Context: an optimization exercise on an open-source flow, tuned for small area. The choices shown serve that exercise and are no tape-out recipe. At most, simulation tests tie the RTL to the original design; equivalence was not proved.

## JK
==> flow/design.v <==
module aes_key_sched_ctrl #(
  parameter int NR = 10
) (
  input  logic         clk,
  input  logic         rst_n,
  input  logic         key_valid,
  output logic         key_ready,
  input  logic [127:0] key_in,
  output logic [31:0]  sw_out,
  input  logic [31:0]  sw_in,
  input  logic         rk_req,
  input  logic [3:0]   rk_idx,
  output logic         rk_valid,
  output logic [127:0] rk_data,
  output logic         rk_err,
  output logic         busy,
  output logic         keys_ready
);
  localparam int NL = 7;    
  logic         busy_q, ready_q;
  logic [3:0]   cnt;        
  logic [31:0]  e [0:NL-1];
  logic [31:0]  o [0:NL-1];
  logic         accept;
  logic [7:0]   rcon;
  logic [31:0]  w0, w1, w2, w3, t;
  logic [3:0]   ridx;
  logic [2:0]   ph;
  logic [4:0]   sum;
  logic [2:0]   pa;
  logic         idx_ok, odd;
  logic [NL-1:0] ha, hb, hea, hoa;
  logic [127:0] rd;
  assign busy       = busy_q;
  assign keys_ready = ready_q;
  assign key_ready  = ~busy_q;
  assign accept     = key_valid & ~busy_q;
  assign w0 = key_in[127:96];
  assign w1 = key_in[95:64];
  assign w2 = key_in[63:32];
  assign w3 = key_in[31:0];
  always_comb begin
    rcon = '0;
    if (cnt < 4'd8) rcon[cnt[2:0]] = 1'b1;
    if (cnt == 4'd8) rcon = 8'h1b;
    if (cnt == 4'd9) rcon = 8'h36;
  end
  assign t = sw_in ^ {rcon, 24'h0};
  always_comb begin
    ridx   = busy_q ? cnt : rk_idx;
    idx_ok = (ridx <= 4'(NR));
    odd    = ridx[0];
    ph     = (cnt <= 4'd6) ? 3'(4'd6 - cnt) : 3'(4'd13 - cnt);
    sum    = {2'b00, ph} + {1'b0, ridx};
    pa     = (sum >= 5'd14) ? 3'(sum - 5'd14) : (sum >= 5'd7) ? 3'(sum - 5'd7) : sum[2:0];
    for (int i = 0; i < NL; i++) begin
      ha[i] = idx_ok && pa == 3'(i);
      hb[i] = idx_ok && pa == 3'((i + 1) % NL);
    end
    hea = odd ? ha : hb;
    hoa = odd ? hb : ha;
  end
  aes_ks_window u_window (
    .e   ({e[6], e[5], e[4], e[3], e[2], e[1], e[0]}),
    .o   ({o[6], o[5], o[4], o[3], o[2], o[1], o[0]}),
    .hea (hea),
    .hoa (hoa),
    .odd (odd),
    .rd  (rd)
  );
  assign sw_out = {rd[23:0], rd[31:24]};
  always_ff @(posedge clk) begin
    rk_data <= rd;
    for (int i = 0; i < NL - 1; i++) begin
      e[i] <= e[i + 1];
      o[i] <= o[i + 1];
    end
    e[NL-1] <= (busy_q && !cnt[0]) ? e[3] ^ t : e[0];
    o[NL-1] <= (busy_q &&  cnt[0]) ? o[3] ^ t : o[0];
    if (accept) begin
      e[3]    <= w0 ^ w1 ^ w2 ^ w3;   
      e[5]    <= w2 ^ w3;             
      o[4]    <= w1 ^ w3;             
      o[NL-1] <= w3;                  
      cnt     <= 4'd0;
    end else begin
      cnt <= (cnt == 4'd13) ? 4'd0 : cnt + 4'd1;
    end
  end
  always_ff @(posedge clk or negedge rst_n) begin
    if (!rst_n) begin
      busy_q   <= 1'b0;
      ready_q  <= 1'b0;
      rk_valid <= 1'b0;
      rk_err   <= 1'b0;
    end else begin
      rk_valid <= ready_q & rk_req;
      rk_err   <= ready_q & rk_req & (rk_idx > 4'(NR));
      if (accept) begin
        busy_q  <= 1'b1;
        ready_q <= 1'b0;
      end else if (busy_q && cnt == 4'(NR - 1)) begin
        busy_q  <= 1'b0;
        ready_q <= 1'b1;
      end
    end
  end
endmodule
module aes_ks_window (
  input  logic [223:0] e,
  input  logic [223:0] o,
  input  logic [6:0]   hea,
  input  logic [6:0]   hoa,
  input  logic         odd,
  output logic [127:0] rd
);
  logic [31:0] ea, eb, oa, ob, pe, po;
  always_comb begin
    ea = '0; eb = '0; oa = '0; ob = '0;
    for (int i = 0; i < 7; i++) begin
      ea = ea | ({32{hea[i]}} & e[32 * i +: 32]);
      eb = eb | ({32{hea[i]}} & e[32 * ((i + 5) % 7) +: 32]);
      oa = oa | ({32{hoa[i]}} & o[32 * i +: 32]);
      ob = ob | ({32{hoa[i]}} & o[32 * ((i + 5) % 7) +: 32]);
    end
    pe = ea ^ eb;
    po = oa ^ ob;
    rd = {pe ^ po, odd ? pe : po, ea ^ oa, odd ? ea : oa};
  end
endmodule
==> flow/config.mk <==
export PLATFORM = sky130hd
export DESIGN_NAME = aes_key_sched_ctrl
export DESIGN_NICKNAME = aes_key_sched_ctrl
export VERILOG_FILES = /design/flow/design.v
export SDC_FILE = /design/flow/constraint.sdc
export NUM_CORES = 4
export LEC_CHECK = 0
export CAP_MARGIN = 20
export CORE_MARGIN = 2
export CORE_UTILIZATION = 40
export SLEW_MARGIN = 20
export SYNTH_HIERARCHICAL = 1
==> flow/constraint.sdc <==
create_clock -name core_clock -period 7.5 [get_ports {clk}]
set_input_delay 1.5000 -clock core_clock [delete_from_list [all_inputs] [get_ports {clk}]]
set_output_delay 1.5000 -clock core_clock [all_outputs]
set_load 0.01 [all_outputs]
standard.sh (not shown) runs the stock make flow with config.mk's settings and CLKGATE_MAP_FILE= SYNTH_SCRIPT=/design/flow/synth_recipe.tcl, a recipe that flattens the netlist after the stock synthesis.
==> flow/flow/run.sh <==
#!/bin/bash
# Standard ORFS layout (the standard.sh, standard synthesis unchanged) with
# two changes: port buffers use the smallest buffer, and the clock tree uses
# clkbuf_8 with sink clusters of at most 16 and no dummy loads.
set -euo pipefail
export BUFFER_PORTS_ARGS="-buffer_cell sky130_fd_sc_hd__buf_1"
export CTS_ARGS="-sink_clustering_enable -repair_clock_nets -dont_use_dummy_load -buf_list sky130_fd_sc_hd__clkbuf_8 -sink_clustering_size 16 -sink_clustering_max_diameter 60"
bash standard.sh > standard.log 2>&1
The inputs of MS differ from those of JK as listed below.
-- flow/design.v --
<<< JK, line 24
  logic         accept;
  logic [7:0]   rcon;
  logic [31:0]  w0, w1, w2, w3, t;
  logic [3:0]   ridx;
  logic [2:0]   ph;
>>> MS, line 24
  logic         accept;
  logic [7:0]   rcon;
  logic [31:0]  w0, w1, w2, w3, t, sw_w;
  logic [3:0]   ridx;
  logic [2:0]   ph;
<<< JK, line 47
  end
  assign t = sw_in ^ {rcon, 24'h0};
  always_comb begin
    ridx   = busy_q ? cnt : rk_idx;
    idx_ok = (ridx <= 4'(NR));
    odd    = ridx[0];
>>> MS, line 47
  end
  assign t = sw_in ^ {rcon, 24'h0};
  assign sw_w   = cnt[0] ? e[NL-1] : o[NL-1];
  assign sw_out = {sw_w[23:0], sw_w[31:24]};
  always_comb begin
    ridx   = rk_idx;
    idx_ok = (ridx <= 4'(NR));
    odd    = ridx[0];
<<< JK, line 69
    .rd  (rd)
  );
  assign sw_out = {rd[23:0], rd[31:24]};
  always_ff @(posedge clk) begin
    rk_data <= rd;
>>> MS, line 71
    .rd  (rd)
  );
  always_ff @(posedge clk) begin
    rk_data <= rd;
## What came out
MS: done, clean on timing, DRC and antenna. JK has higher routed wire length on met3 than MS. Compared with JK, in MS number of buffers added by the clock tree synthesis step saw a decrease; final critical-path required period saw a decrease; wire length saw an increase.
Only the layout flow was run in JK; the RTL was not checked for function there.

## afterwards: timing with drivers on the ports
The results above use ideal ports. As a check the final layouts listed here were re-extracted and re-timed, cells and wires unchanged.
Step 1: set_driving_cell puts a clkbuf_16 on clk and a buf_2 on each other input, an assumption about the parent block.
Step 2, shift: input delay + t, output delay - t, t = (earliest + latest rising clock arrival at the registers) / 2. This alone moves slack from input paths to output paths.
Three values: ideal, step 1, step 2; two values: the first two.
run	t (ns)	setup slack, ns	hold slack, ns	worst setup path at the end	cell pins on the clock port's net
JK	0.691	0.218 / 0.195 / 0.195	0.305 / 0.305 / 0.305	input to output	1
MS	0.692	0.805 / 0.805 / 0.747	0.323 / 0.323 / 0.323	input to register	1
After both steps every run listed still meets setup and hold. For MS, which loses most, drivers alone change the setup slack by 0.000 ns; drivers and shift together by -0.058 ns.
